From an optimization exercise on the open Yosys and OpenROAD flow, aimed at small area; shortcuts taken in it are not production practice. In this exercise RTL edits were held to simulation tests only and were not proved equivalent to the original. No activity file was given, so power comes from the tool's default toggle rates.

// eth_prbs_top
module eth_prbs_top (
	input logic clock,
	input logic reset,
	input logic start,
	input frame_pkg::mac_t dest_mac,
	input frame_pkg::mac_t src_mac,
	input frame_pkg::ether_type_t ether_type,
	output logic tvalid,
	input logic tready,
	output frame_pkg::beat_t tdata,
	output frame_pkg::keep_t tkeep,
	output logic tlast,
	output logic busy,
	input logic rx_valid,
	input frame_pkg::beat_t rx_data,
	input frame_pkg::keep_t rx_keep,
	input logic rx_last,
	output frame_pkg::mac_t rx_dest_mac,
	output frame_pkg::mac_t rx_src_mac,
	output frame_pkg::ether_type_t rx_ether_type,
	output logic header_valid,
	output logic frame_done,
	output logic frame_error,
	output logic [15:0] error_count
);
Size in the first run: about 1,200 cells after synthesis, about 0.015 mm2 of cells after synthesis.
==> flow/config.mk <==
export PLATFORM = sky130hd
export DESIGN_NAME = eth_prbs_top
export DESIGN_NICKNAME = eth_prbs_top
export VERILOG_FILES = /design/flow/design.v
export SDC_FILE = /design/flow/constraint.sdc
export NUM_CORES = 4
export LEC_CHECK = 0
export CAP_MARGIN = 20
export CELL_PAD_IN_SITES_DETAIL_PLACEMENT = 1
export CELL_PAD_IN_SITES_GLOBAL_PLACEMENT = 1
export CORE_MARGIN = 2
export CORE_UTILIZATION = 45
export SLEW_MARGIN = 20
==> flow/constraint.sdc <==
create_clock -name core_clock -period 9.0 [get_ports {clock}]
set_input_delay 1.8000 -clock core_clock [delete_from_list [all_inputs] [get_ports {clock}]]
set_output_delay 1.8000 -clock core_clock [all_outputs]
set_load 0.01 [all_outputs]
standard.sh (not shown) runs the stock make flow with config.mk's settings and CLKGATE_MAP_FILE= SYNTH_SCRIPT=/design/flow/synth_recipe.tcl, a recipe that flattens the netlist after the stock synthesis.
==> flow/flow/run.sh <==
#!/bin/bash
# Standard layout with three changes:
#  - synthesis maps logic with an area-oriented ABC script (flow/area.abc) instead of ORFS's
#    speed script; everything else in the synthesis is the standard script, so the
#    registers are the same;
#  - port buffers use the smallest buffer cell;
#  - the clock tree uses smaller buffers and no dummy loads.
set -euo pipefail
W=$PWD
# ORFS's synth.tcl with the ABC script swapped after the preamble sets it
sed "s|^source \$::env(SCRIPTS_DIR)/synth_preamble.tcl\$|&\nset abc_args [lreplace \$abc_args 1 1 $W/flow/area.abc]|" \
  "$FLOW_HOME/scripts/synth.tcl" > "$W/synth_orfs_area.tcl"
grep -q "area.abc" "$W/synth_orfs_area.tcl"
# The standard flow's synthesis wrapper, sourcing that copy
sed "s|\$::env(SCRIPTS_DIR)/synth.tcl|$W/synth_orfs_area.tcl|" "$W/synth_recipe.tcl" > "$W/synth_area.tcl"
grep -q "synth_orfs_area.tcl" "$W/synth_area.tcl"
bash standard.sh \
  SYNTH_SCRIPT="$W/synth_area.tcl" \
  BUFFER_PORTS_ARGS="-buffer_cell sky130_fd_sc_hd__buf_1" \
  CTS_ARGS="-sink_clustering_enable -repair_clock_nets -dont_use_dummy_load -buf_list {sky130_fd_sc_hd__clkbuf_4 sky130_fd_sc_hd__clkbuf_8} -sink_clustering_buffer sky130_fd_sc_hd__clkbuf_4 -sink_clustering_size 10 -sink_clustering_max_diameter 35" \
  finish > standard_make.log 2>&1
==> flow/flow/area.abc <==
strash
dc2
dch -f
map -a
amap
topo
Change:
- CORE_UTILIZATION: 45 -> 50
- PLACE_DENSITY: default -> 0.72
=> Power hardly moves; worst setup slack gets worse by 120 ps; maximum frequency shrinks slightly.


Setup of run a:
eth_prbs_top again, from the RTL that the note above started with.
==> flow/config.mk <==
export PLATFORM = sky130hd
export DESIGN_NAME = eth_prbs_top
export DESIGN_NICKNAME = eth_prbs_top
export VERILOG_FILES = /design/flow/design.v
export SDC_FILE = /design/flow/constraint.sdc
export NUM_CORES = 4
export LEC_CHECK = 0
export CAP_MARGIN = 10
export CELL_PAD_IN_SITES_DETAIL_PLACEMENT = 1
export CELL_PAD_IN_SITES_GLOBAL_PLACEMENT = 1
export CORE_MARGIN = 2
export CORE_UTILIZATION = 50
export PLACE_DENSITY = 0.72
export SLEW_MARGIN = 10
==> flow/constraint.sdc <==
create_clock -name core_clock -period 9.0 [get_ports {clock}]
set_input_delay 1.8000 -clock core_clock [delete_from_list [all_inputs] [get_ports {clock}]]
set_output_delay 1.8000 -clock core_clock [all_outputs]
set_load 0.01 [all_outputs]
==> flow/flow/area.abc <==
strash
dc2
dch -f
map -a
amap
strash
dch -f
map -a
amap
topo
Scripts as last shown in full above: flow/flow/run.sh
Run a: full flow OK, the timing, DRC and antenna checks passed
Modified inputs, run b compared to run a
- PLACE_DENSITY: 0.72 -> unset
- SLEW_MARGIN: 10 -> 20
- CORE_UTILIZATION: 50 -> 45
- CAP_MARGIN: 10 -> 20
-- flow/flow/run.sh --
<<< run a, line 19
  BUFFER_PORTS_ARGS="-buffer_cell sky130_fd_sc_hd__buf_1" \
  CTS_ARGS="-sink_clustering_enable -repair_clock_nets -dont_use_dummy_load -buf_list {sky130_fd_sc_hd__clkbuf_4 sky130_fd_sc_hd__clkbuf_8} -sink_clustering_buffer sky130_fd_sc_hd__clkbuf_4 -sink_clustering_size 10 -sink_clustering_max_diameter 35" \
  finish > standard_make.log 2>&1
>>> run b, line 19
  BUFFER_PORTS_ARGS="-buffer_cell sky130_fd_sc_hd__buf_1" \
  CTS_ARGS="-sink_clustering_enable -repair_clock_nets -dont_use_dummy_load -buf_list {sky130_fd_sc_hd__clkbuf_4 sky130_fd_sc_hd__clkbuf_8} -sink_clustering_size 18 -sink_clustering_max_diameter 50" \
  finish > standard_make.log 2>&1
==> flow/flow/area.abc <==
strash
dc2
dch -f
map -a
amap
topo
[summary]
Global-route met3 utilization, run b and run a: larger value in run a
The signal arrival time at the worst endpoint on run b is in line with that on run a.
[diff] final worst slack, run b relative to run a: regression
Compared run a against run b; final period utilization within noise.
[run b] final routed wirelength across all metal layers rose 600 um relative to run a

[port drivers added, routing unchanged]
Ports are ideal in the flow. The routed layouts listed here were re-timed in OpenROAD. Step 1 (the two cells are an assumption about what drives the block):
set clk [get_ports {clock}]
set_driving_cell -lib_cell sky130_fd_sc_hd__clkbuf_16 $clk
set_driving_cell -lib_cell sky130_fd_sc_hd__buf_2 [delete_from_list [all_inputs] $clk]
Step 2 adds t to the input delays and takes it off the output delays; t is the mean of the earliest and latest rising clock arrival at the registers after step 1. Input paths then give back, and output paths get back, about the clock's delay inside the block. Slacks: no drivers / after step 1 / after step 2; pairs: no drivers / after step 1.
| run | t (ns) | setup slack, ns | worst setup path at the end |
|---|---|---|---|
| the first run of note 1 | 0.639 | 1.436 / 1.458 / 0.819 | input to register |
| the second run of note 1 | 0.594 | 1.320 / 1.334 / 0.741 | input to register |
| run a | 0.585 | 1.387 / 1.413 / 0.828 | input to register |
| run b | 0.560 | 1.377 / 1.404 / 0.844 | input to register |
After both steps setup and hold are still met in every run listed. The setup slack of the first run of note 1, which loses most, moves by +0.022 ns with the drivers and by -0.617 ns with both steps.
